What follows belongs to an exercise in optimizing a design on an open flow for small area and a short achievable clock period; a production flow would make more cautious choices.
The RTL was checked by simulation tests, not by an equivalence proof against the original design.
Power is estimated from default activity; no workload was simulated.

Design apb_acc_top, start of the top module:
module apb_acc_top (
  input  wire logic         i_clk,
  input  wire logic         i_reset,
  input  wire logic [11:0]  i_paddr,
  input  wire logic [31:0]  i_pwdata,
  input  wire logic         i_pwrite,
  input  wire logic         i_psel,
  input  wire logic         i_penable,
  output logic      [31:0]  o_prdata,
  output logic              o_pready,
  output logic              o_pslverr
);
  logic [95:0] taps;
  logic [3:0]  ntaps_n;
  logic        setup;
  logic        access;
  logic        sample_wr;
  logic        filter_clear;
  logic        push;
  logic [26:0] data;
  logic        pop;
  logic        fifo_clear;
  logic        fifo_en;
  logic [31:0] head_n;
  logic [2:0]  status_n;
  logic        bypass;
  assign o_pready  = 1'b1;
  assign o_pslverr = 1'b0;
  apb_regs u_regs (
    .i_clk          (i_clk),
    .i_reset        (i_reset),
    .i_paddr        (i_paddr),
    .i_pwdata       (i_pwdata),
    .i_pwrite       (i_pwrite),
  ...
Size: about 83 I/O pins.
==> flow/config.mk <==
export PLATFORM = sky130hd
export DESIGN_NAME = apb_acc_top
export DESIGN_NICKNAME = apb_acc_top
export VERILOG_FILES = /design/flow/design.v
export SDC_FILE = /design/flow/constraint.sdc
export NUM_CORES = 4
export LEC_CHECK = 0
export CAP_MARGIN = 20
export CORE_MARGIN = 2
export CORE_UTILIZATION = 40
export CTS_BUF_LIST = sky130_fd_sc_hd__clkbuf_4 sky130_fd_sc_hd__clkbuf_8
export SETUP_SLACK_MARGIN = 4.1
export SLEW_MARGIN = 20
export SYNTH_HIERARCHICAL = 1
export TNS_END_PERCENT = 20
==> flow/constraint.sdc <==
create_clock -name core_clock -period 7.0 [get_ports {i_clk}]
set_input_delay 1.4000 -clock core_clock [delete_from_list [all_inputs] [get_ports {i_clk}]]
set_output_delay 1.4000 -clock core_clock [all_outputs]
set_load 0.01 [all_outputs]
run.sh (not shown) runs the stock make flow with config.mk's settings and CLKGATE_MAP_FILE= SYNTH_SCRIPT=/design/flow/synth_recipe.tcl, a recipe that flattens the netlist after the stock synthesis.
The starting point finished with timing, DRC and antenna clean.
Change:
==> flow/flow/run.sh (new file) <==
#!/bin/bash
set -e
set -o pipefail
echo 'export BUFFER_PORTS_ARGS = -buffer_cell sky130_fd_sc_hd__buf_4' >> config.mk
bash standard.sh > standard.log 2>&1
==> flow/standard.sh (new file) <==
#!/bin/bash
# synth_recipe.tcl (not shown) runs the flow's synth.tcl, then flattens the netlist and writes it again
# the make line also repeats each setting of config.mk as NAME=value (left out here)
make -C /OpenROAD-flow-scripts/flow DESIGN_CONFIG=/design/flow/config.mk WORK_HOME=/design/flow/orfs CLKGATE_MAP_FILE= SYNTH_SCRIPT=/design/flow/synth_recipe.tcl "${@:-finish}"
BUFFER_PORTS_ARGS = -buffer_cell sky130_fd_sc_hd__buf_4   (was default)
SETUP_SLACK_MARGIN = 4.2   (was 4.1)
removed: flow/run.sh
Effect:
- global-route usage went down by 0.42 points
- wire length is lower by 2.0%
- design area goes down by 0.74%
- maximum frequency rises by 1.3%
- hold slack stays flat
- via count shrinks by 0.91%
- setup slack gains 40 ps
- non-clock buffer count fell by 32
- synthesized cell count stays the same
- power barely changes
Change:
==> flow/run.sh (new file) <==
#!/bin/bash
# synth_recipe.tcl (not shown) runs the flow's synth.tcl, then flattens the netlist and writes it again
# the make line also repeats each setting of config.mk as NAME=value (left out here)
make -C /OpenROAD-flow-scripts/flow DESIGN_CONFIG=/design/flow/config.mk WORK_HOME=/design/flow/orfs CLKGATE_MAP_FILE= SYNTH_SCRIPT=/design/flow/synth_recipe.tcl finish
BUFFER_PORTS_ARGS = default   (was -buffer_cell sky130_fd_sc_hd__buf_4)
PLACE_DENSITY = 0.7   (was default)
SETUP_SLACK_MARGIN = 4.3   (was 4.2)
removed: flow/flow/run.sh
removed: flow/standard.sh
After rerunning: The changed run finished clean; via count went up by 3.7%; die area stays the same; area after synthesis stays the same; wire length went up by about 4%; sequential share of layout area went down by 0.98 points; clock-buffer cell count went up by 1.
Change:
CORE_UTILIZATION = 50   (was 40)
PLACE_DENSITY = default   (was 0.7)
SETUP_SLACK_MARGIN = 4.2   (was 4.3)
Result: Design area falls by 1.1%. Sequential share of layout area rises by 0.38 points. Count of clock-buffer cells in the layout rises by 28. Global-route usage rises by 9.0 points. Via count rises by 0.77%. Setup slack degrades by 24 ps. Total power rises by 2.5%. Clock power rises by 5.7%. Wire length rises by 7.7%.
Change:
CORE_UTILIZATION = 40   (was 50)
PLACE_DENSITY = 0.8   (was default)
The new run produced a clean layout; non-clock buffer count shrinks by 34; critical path depth shrinks by 3; routed wire length shrinks by a little under a tenth; power shrinks slightly.
Change:
PLACE_DENSITY = 0.7   (was 0.8)
Die area does not change.
Routed wire length drops by 0.80%.
Clock skew barely changes.
Global-route usage barely changes.
Setup slack is better by 18 ps.

## what the ideal ports hide
In the flow no input, the clock included, has a driving cell. The finished layouts below were timed again as built, in two steps.
Step 1 assumes that a clkbuf_16 drives the clock port and a buf_2 every other input.
Step 2 adds t to the input delays and takes it off the output delays; t is the mean of the earliest and latest rising clock arrival at the registers after step 1. Input paths then give back, and output paths get back, about the clock's delay inside the block.
Slacks: ideal ports / drivers / drivers and shift; pairs: ideal ports / drivers.
run | shift t [ns] | slack for setup (ns) | worst setup path at the end
the first run | 0.905 | 3.956 / 3.968 / 3.106 | input to register
the second run | 0.885 | 3.997 / 3.997 / 3.305 | input to register
the third run | 0.915 | 4.084 / 4.084 / 3.307 | input to register
the fourth run | 0.910 | 4.060 / 4.026 / 3.203 | input to register
the fifth run | 0.927 | 4.032 / 4.052 / 3.145 | input to register
the sixth run | 0.917 | 4.049 / 4.049 / 3.261 | input to register
After both steps every run listed still meets setup and hold. The setup slack of the fifth run, which loses most, moves by +0.020 ns with the drivers and by -0.887 ns with both steps.
